What follows belongs to an exercise in optimizing a design on an open flow for small area, a short achievable clock period and few clock cycles per item; a production flow would make more cautious choices. Only simulation tests tie the RTL to the original design; equivalence was not proved. Power figures rest on the tool's default switching activity, not on a simulated workload.

run 1:
## wtm32
module wtm32 (
  input  wire logic        clk,
  input  wire logic        arst_n,
  input  wire logic        in_valid,
  input  wire logic [31:0] in_a,
  input  wire logic [31:0] in_b,
  output logic             in_ready,
  output logic             out_valid,
  output logic [63:0]      out_product,
  input  wire logic        credit_ret
);
Size: ~2600 cells after synthesis.
Settings: LEC_CHECK=0, CAP_MARGIN=20, CORE_MARGIN=2, CORE_UTILIZATION=40, SETUP_SLACK_MARGIN=4.6, SLEW_MARGIN=20, SYNTH_HIERARCHICAL=1; clock period 8.0 ns.
standard.sh (not shown) runs the stock make flow with config.mk's settings and CLKGATE_MAP_FILE= SYNTH_SCRIPT=/design/flow/synth_recipe.tcl, a recipe that flattens the netlist after the stock synthesis.
==> flow/flow/run.sh <==
#!/bin/bash
# Own flow: the standard synthesis, then every combinational cell that
# synthesis sized above drive 1 is set back to drive 1 (hierarchical
# synthesis sizes each leaf module alone, without its real load), then
# the standard layout from floorplan to finish.  Timing repair in the
# layout steps upsizes again where a path needs it.  Every port still gets
# its own buffer, but a buf_1 rather than the default clkdlybuf4s50_1.
set -euo pipefail
bash standard.sh synth > synth_std.log 2>&1
R=orfs/results/${FLOW_PLATFORM}/wtm32/base
python3 flow/downsize.py "$R/1_2_yosys.v" > downsize.log 2>&1
rm -f "$R/1_synth.odb" "$R/1_synth.sdc"
export BUFFER_PORTS_ARGS="-buffer_cell sky130_fd_sc_hd__buf_1"
bash standard.sh > layout_std.log 2>&1
==> flow/flow/downsize.py <==
#!/usr/bin/env python3
"""Set combinational cells of a sky130hd netlist to drive strength 1.
Flip-flops, latches, buffers, clock cells and tie cells are left alone."""
import re, sys
path = sys.argv[1]
src = open(path).read()
KEEP = ('df', 'dl', 'sdf', 'edf', 'buf', 'clk', 'conb', 'tap', 'fill', 'decap', 'diode', 'dly', 'ha_', 'fa_')
import os
lib = os.path.join(os.environ.get('FLOW_HOME', '/OpenROAD-flow-scripts/flow'),
                   'platforms/sky130hd/lib/sky130_fd_sc_hd__tt_025C_1v80.lib')
cells = set(re.findall(r'cell \("sky130_fd_sc_hd__(\w+)"\)', open(lib).read()))
count = {}
def repl(m):
    base, size = m.group(1), m.group(2)
    name = base + '_' + size
    if size in ('0', '1') or name.startswith(KEEP) or (base + '_1') not in cells:
        return m.group(0)
    count[name] = count.get(name, 0) + 1
    return 'sky130_fd_sc_hd__' + base + '_1 '
out = re.sub(r'\bsky130_fd_sc_hd__([a-z0-9]+(?:_[a-z0-9]+)*?)_(\d+)\s', repl, src)
open(path, 'w').write(out)
for k, v in sorted(count.items()):
    print(k, '->', k.rsplit('_', 1)[0] + '_1', v)
Run 1 | stages: all done | timing, DRC, antenna: all pass
Testbench counts of run 1, summed over its fixed seeds: cycles 3,224, items 3,200.
### run 1 -> run 2
- CTS_CLUSTER_SIZE newly set to 35
- SETUP_SLACK_MARGIN changed from 4.6 to 4.5
- CTS_CLUSTER_DIAMETER newly set to 80
[summary]
Run 2 ended with less overall power than run 1. Comparing run 1 and run 2, the lower routed wire length was measured on run 2. From run 1 to run 2 the numbers moved as follows: share of total power in the clock network went down 0.8 points, fraction of power spent switching nets went up 0.91 points.
[inputs] run 3 vs run 2
- clearing CTS_CLUSTER_DIAMETER, which used to be 80
- clearing CTS_CLUSTER_SIZE, which used to be 35
- swapping 4.5 for 4.8 in SETUP_SLACK_MARGIN
- putting TNS_END_PERCENT at 0 where nothing was set
## What came out
Run 2 leaves less setup margin than run 3.
Switching power summed over all nets on run 3 is up relative to run 2.
[diff] hold slack, run 3 relative to run 2: regression
Looking at pin slew with the least headroom to its limit across run 2 and run 3, the one that comes out higher is run 2.
[inputs] run 4 vs run 3
- CORE_UTILIZATION now 68, was 40
- TNS_END_PERCENT no longer set, was 0
- CTS_CLUSTER_DIAMETER now 60, previously not set
- SETUP_SLACK_MARGIN now 4.5, was 4.8
- CTS_CLUSTER_SIZE now 30, previously not set
==> run summary <==
Vertical die dimension: run 4 vs run 3 down 23%. From run 3 to run 4 the numbers moved as follows: power attributed to combinational cells now sits lower, via count now sits lower, clock slew seen by the registers of the worst setup and hold paths now sits at about the same level. Minimum period implied by the final worst setup slack, run 3 and run 4: higher on run 4.

separate check: timing with driven ports:
The flow's constraints put no driver on any port. The routed layouts listed below were extracted and timed again, unchanged, in two steps.
Step 1 (the two cells are an assumption about what drives the block):
set clk [get_ports {clk}]
set_driving_cell -lib_cell sky130_fd_sc_hd__clkbuf_16 $clk
set_driving_cell -lib_cell sky130_fd_sc_hd__buf_2 [delete_from_list [all_inputs] $clk]
Step 2 adds t to the input delays and takes it off the output delays; t is the mean of the earliest and latest rising clock arrival at the registers after step 1. Input paths then give back, and output paths get back, about the clock's delay inside the block.
a / b / c = ideal / step 1 / step 2; a / b = the first two.
run	t (ns)	setup WS [ns]	worst slew at a driven data input, ns
run 1	0.643	4.575 / 4.575 / 4.575	0.05
run 2	0.671	4.473 / 4.473 / 4.473	0.05
run 3	0.635	4.605 / 4.605 / 4.605	0.05
run 4	0.659	4.446 / 4.446 / 4.446	0.04
After both steps every run listed still meets setup and hold.
